Context: an optimization exercise on an open-source flow, tuned for a short achievable clock period and few clock cycles. The choices shown serve that exercise and are no tape-out recipe. Only simulation tests tie the RTL to the original design; equivalence was not proved. Power and IR drop assume default switching activity.

## job 7379
Design core, start of the top module:
module core (
	input  logic              clk,
	input  logic              rst_n,
	output isa_pkg::word_t    imem_addr_o,
	input  isa_pkg::word_t    imem_data_i,
	output logic              wb_valid_o,
	output isa_pkg::reg_idx_t wb_rd_o,
	output isa_pkg::word_t    wb_data_o
);
	localparam int XLEN = 32;
	localparam int NREG = 32;
	localparam int DMW  = 64;
	localparam int IDXW = $clog2(64);
	function automatic logic [XLEN-1:0] inc4(input logic [XLEN-1:0] a);
		inc4[1:0] = a[1:0];
		inc4[2]   = ~a[2];
		for (int i = 3; i < XLEN; i++)
			inc4[i] = a[i] ^ (&(a >> 2 | ~({XLEN{1'b1}} >> (XLEN + 2 - i))));
	endfunction
	logic [XLEN-1:0] pc;
	logic [XLEN-1:0] fi;
	logic            f_abr;
	logic [XLEN-1:0] f_immb;
	logic [XLEN-1:0] f_tgt;
	logic [NREG-1:0] f_oh1;
	logic [NREG-1:0] f_oh2;
	logic            e_taken;
	logic [XLEN-1:0] e_tgt;
	logic            d_taken;    
	logic [XLEN-1:0] d_tgt;
	logic            d_stall;
	assign imem_addr_o = pc_o;
	assign fi          = imem_data_i;
	assign f_abr  = (fi[6:0] == 7'b1100011) && (fi[14:12] == 3'b000) && (fi[19:15] == fi[24:20]);
  ...
clock: 8.5 ns
lec_check: 0
cap_margin: 20
core_margin: 2
core_utilization: 35
place_density: 0.55
slew_margin: 20
synth_hierarchical: 1
synth_minimum_keep_size: 0
standard.sh (not shown) runs the stock make flow with config.mk's settings and CLKGATE_MAP_FILE= SYNTH_SCRIPT=/design/flow/synth_recipe.tcl, a recipe that flattens the netlist after the stock synthesis.
==> flow/flow/run.sh <==
#!/bin/bash
# Own layout flow: the standard synthesis, unchanged, then the standard flow's
# standard layout steps with two resizer settings changed: gates may be
# swapped for stronger ones of another footprint (MATCH_CELL_FOOTPRINT=0),
# and timing repair aims for 6.5 ns of setup slack instead of 5.
# Each step's full output goes to a log here (and ORFS's own logs under orfs/).
set -euo pipefail
bash standard.sh synth > synth.log 2>&1
bash standard.sh MATCH_CELL_FOOTPRINT=0 SETUP_SLACK_MARGIN=6.5 finish > layout.log 2>&1
Job 7379 did not stop at any stage, and its layout met the timing, design-rule and antenna checks.
Testbench counts of job 7379, summed over its fixed seeds: cycles 62,734.
Relative to job 7379, the following input files were edited for job 3636:
-- flow/design.v --
<<< job 7379, line 161
	           | other_i;
endmodule
module sum_eq #(
	parameter int XLEN = 32
) (
	input  logic [XLEN-1:0] a_i,
	input  logic [XLEN-1:0] b_i,
	input  logic            cin_i,
	input  logic [XLEN-1:0] k_i,
	output logic            eq_o
);
	logic [XLEN-1:0] p;
	logic [XLEN-1:0] c;
	assign p = a_i ^ b_i;
	assign c = {(a_i[XLEN-2:0] & b_i[XLEN-2:0]) | (p[XLEN-2:0] & ~k_i[XLEN-2:0]), cin_i};
	assign eq_o = &(~(p ^ k_i ^ c));
endmodule
module zero_sum #(
	parameter int XLEN = 32
) (
	input  logic [XLEN-1:0] p_i,
	input  logic [XLEN-1:0] t_i,
	input  logic            cin_i,
	output logic            zero_o
);
	assign zero_o = &(~(p_i ^ {t_i[XLEN-2:0], cin_i}));
endmodule
`default_nettype wire
`default_nettype none
>>> job 3636, line 161
	           | other_i;
endmodule
`default_nettype wire
`default_nettype none
<<< job 7379, line 264
	logic            e_taken;
	logic [XLEN-1:0] e_tgt;
	logic            d_taken;    
	logic [XLEN-1:0] d_tgt;
	logic            d_stall;
	assign imem_addr_o = pc_o;
>>> job 3636, line 239
	logic            e_taken;
	logic [XLEN-1:0] e_tgt;
	logic            d_stall;
	assign imem_addr_o = pc_o;
<<< job 7379, line 279
		if (e_taken)
			pc_next = e_tgt;
		else if (d_taken)
			pc_next = d_tgt;
		else if (d_stall)
			pc_next = pc;
>>> job 3636, line 252
		if (e_taken)
			pc_next = e_tgt;
		else if (d_stall)
			pc_next = pc;
<<< job 7379, line 316
		if (!rst_n)
			d_valid <= 1'b0;
		else if (e_taken || d_taken)
			d_valid <= 1'b0;
		else if (!d_stall)
>>> job 3636, line 287
		if (!rst_n)
			d_valid <= 1'b0;
		else if (e_taken)
			d_valid <= 1'b0;
		else if (!d_stall)
<<< job 7379, line 428
	logic [DMW-1:0]  d_woh;
	sam_decode idx_dec (.a_i(d_rv1[7:0]), .b_i(d_imm[7:0]), .oh_o(d_woh));
	ks_adder d_tgt_add (.a_i(d_pc), .b_i(d_immb), .cin_i(1'b0), .sum_o(d_tgt));
	logic [XLEN-1:0] e_a;
>>> job 3636, line 399
	logic [DMW-1:0]  d_woh;
	sam_decode idx_dec (.a_i(d_rv1[7:0]), .b_i(d_imm[7:0]), .oh_o(d_woh));
	logic [XLEN-1:0] d_tgt;
	ks_adder d_tgt_add (.a_i(d_pc), .b_i(d_immb), .cin_i(1'b0), .sum_o(d_tgt));
	logic [XLEN-1:0] e_a;
<<< job 7379, line 468
		e_rsl   <= d_woh;
		e_woh   <= d_woh & {DMW{d_is_sw}};
		e_cbr   <= d_is_cbr && !d_br_res;
		e_wr    <= d_wr;
		e_rd    <= d_rd;
>>> job 3636, line 440
		e_rsl   <= d_woh;
		e_woh   <= d_woh & {DMW{d_is_sw}};
		e_cbr   <= d_is_cbr;
		e_wr    <= d_wr;
		e_rd    <= d_rd;
<<< job 7379, line 532
		.y_o      (nx_w));
	assign e_taken = e_valid && e_cbr && (e_a == e_b);
	logic d_br_res;
	logic e_sum_zero;
	zero_sum eq_zero (.p_i(e_a ^ e_bx), .t_i(e_a | e_bx), .cin_i(e_inv), .zero_o(e_sum_zero));
	assign d_br_res = e_arith && ((d_fa && d_rs2 == 5'd0) || (d_fsd && d_rs1 == 5'd0));
	assign d_taken  = d_valid && d_is_cbr && d_br_res && e_sum_zero && !e_taken;
	logic            o_valid;
	logic [4:0]      o_rd;
>>> job 3636, line 504
		.y_o      (nx_w));
	assign e_taken = e_valid && e_cbr && (e_a == e_b);
	logic            o_valid;
	logic [4:0]      o_rd;
[summary]
Static leakage power, job 3636 vs job 7379: down slightly. The clock power of job 7379 and that of job 3636 are within noise of each other. From job 7379 to job 3636, number of flip-flops and latches did not move at all. Job 7379 → job 3636: final critical-path setup slack went down by 0.021 ns, number of buffers inserted by post-CTS setup repair now smaller, cell count lower, total area of multi-input combinational cells decreased about 2.2%, post-route cell area fell by 4400 um^2. Met2 layer usage reported by global route: job 3636 < job 7379. For job 3636, the launching instance or port of the critical path was e_b[0]$_DFF_P_, unlike job 7379, where it was d_oh1[19]$_DFF_P_. Comparing job 3636 and job 7379, utilization is lower on job 3636. Higher fraction of standard cell area that is sequential among job 3636 and job 7379: job 3636. Time the final worst path needs with I/O delays and setup on job 3636 is behind job 7379. In the reports for job 3636 and job 7379, the smaller data required time of the worst path belongs to job 3636. Sequential power share ended up 0.7 points higher on job 3636 than on job 7379.
Testbench counts of job 3636, summed over its fixed seeds: cycles 63,552.

== lane 1 ==
Another version of the RTL of core (not shown whole).
Size: about 100 I/O pins, roughly 170000 um^2 of cells after synthesis.
==> flow/config.mk <==
export PLATFORM = sky130hd
export DESIGN_NAME = core
export DESIGN_NICKNAME = core
export VERILOG_FILES = /design/flow/design.v
export SDC_FILE = /design/flow/constraint.sdc
export NUM_CORES = 4
export LEC_CHECK = 0
export CAP_MARGIN = 20
export CORE_MARGIN = 2
export CORE_UTILIZATION = 35
export PLACE_DENSITY = 0.55
export SETUP_SLACK_MARGIN = 5
export SLEW_MARGIN = 20
export SYNTH_HIERARCHICAL = 1
export SYNTH_MINIMUM_KEEP_SIZE = 0
==> flow/constraint.sdc <==
create_clock -name core_clock -period 8.5 [get_ports {clk}]
set_input_delay 1.7000 -clock core_clock [delete_from_list [all_inputs] [get_ports {clk}]]
set_output_delay 1.7000 -clock core_clock [all_outputs]
set_load 0.01 [all_outputs]
run.sh (not shown) runs the stock make flow with config.mk's settings and CLKGATE_MAP_FILE= SYNTH_SCRIPT=/design/flow/synth_recipe.tcl, a recipe that flattens the netlist after the stock synthesis.
Stock flow here: none of the scripts above is used.
Lane 1 completed end to end with timing, DRC and antenna clean.
Testbench counts of lane 1, summed over its fixed seeds: cycles 63,552.
> inputs changed (lane 1 -> lane 2)
--- a/flow/design.v
+++ b/flow/design.v
@@ -476,25 +476,25 @@
 	assign e_taken = e_valid && e_cbr && (e_a == e_b);
 	logic            o_valid;
 	logic [4:0]      o_rd;
 	logic [XLEN-1:0] o_data;
 	always_ff @(posedge clk or negedge rst_n) begin
 		if (!rst_n) begin
 			w_we    <= '0;
 			o_valid <= 1'b0;
-			o_rd    <= '0;
-			o_data  <= '0;
 		end else begin
 			w_we    <= ({{(NREG-1){1'b0}}, 1'b1} << e_rd) & {NREG{e_valid && e_wr}};
 			o_valid <= e_valid && e_wr;
-			o_rd    <= e_rd;
-			o_data  <= nx_w;
 		end
 	end
 	always_ff @(posedge clk) begin
 		w_data <= nx_w;
+		if (e_valid && e_wr) begin
+			o_rd   <= e_rd;
+			o_data <= nx_w;
+		end
 	end
 	assign wb_valid_o = o_valid;
 	assign wb_rd_o    = o_rd;
 	assign wb_data_o  = o_data;
 endmodule
 `default_nettype wire
Findings:
The final layout from lane 2, which completed every stage, passed the timing, design-rule and antenna checks at the end of the flow. Diff lane 1 -> lane 2 | time the worst path needs with I/O delays and setup | increase of 0.13 ns. Met3 track demand over resource: lane 2 vs lane 1 up 0.79 points. For number of vias in the routed layout, lane 2 and lane 1 come out practically identical. On die area, lane 1 and lane 2 are basically level. Lane 1 -> lane 2: summed instance area of the synthesized netlist flat. Any difference in post-synthesis instance total between lane 2 and lane 1 is small enough to ignore. Cmp lane 2 vs lane 1: fmax lower in lane 2. Power was lower in lane 2 than in lane 1.
Testbench counts of lane 2, summed over its fixed seeds: cycles 63,552.

-- re-timing with driven ports --
Ports are ideal in the flow. The routed layouts listed here were re-timed in OpenROAD.
Step 1: set_driving_cell puts a clkbuf_16 on clk and a buf_2 on each other input, an assumption about the parent block.
Step 2, shift: input delay + t, output delay - t, t = (earliest + latest rising clock arrival at the registers) / 2. This alone moves slack from input paths to output paths.
Slacks: ideal / step 1 / step 2; pairs: ideal / step 1.
run	t, ns	slack for setup (ns)	worst setup path at the end	slew at the worst register clock pin (ns)	pins driven straight from the clock port
job 7379	1.137	5.139 / 5.083 / 3.946	input to register	0.07 / 0.07	1
job 3636	1.099	5.118 / 5.029 / 3.930	input to register	0.07 / 0.07	1
lane 1	1.119	4.947 / 4.921 / 3.944	input to register	0.07 / 0.07	1
lane 2	1.087	4.819 / 4.819 / 4.021	input to register	0.07 / 0.07	1
After both steps every run listed still meets setup and hold. The setup slack of job 7379, which loses most, moves by -0.056 ns with the drivers and by -1.193 ns with both steps.
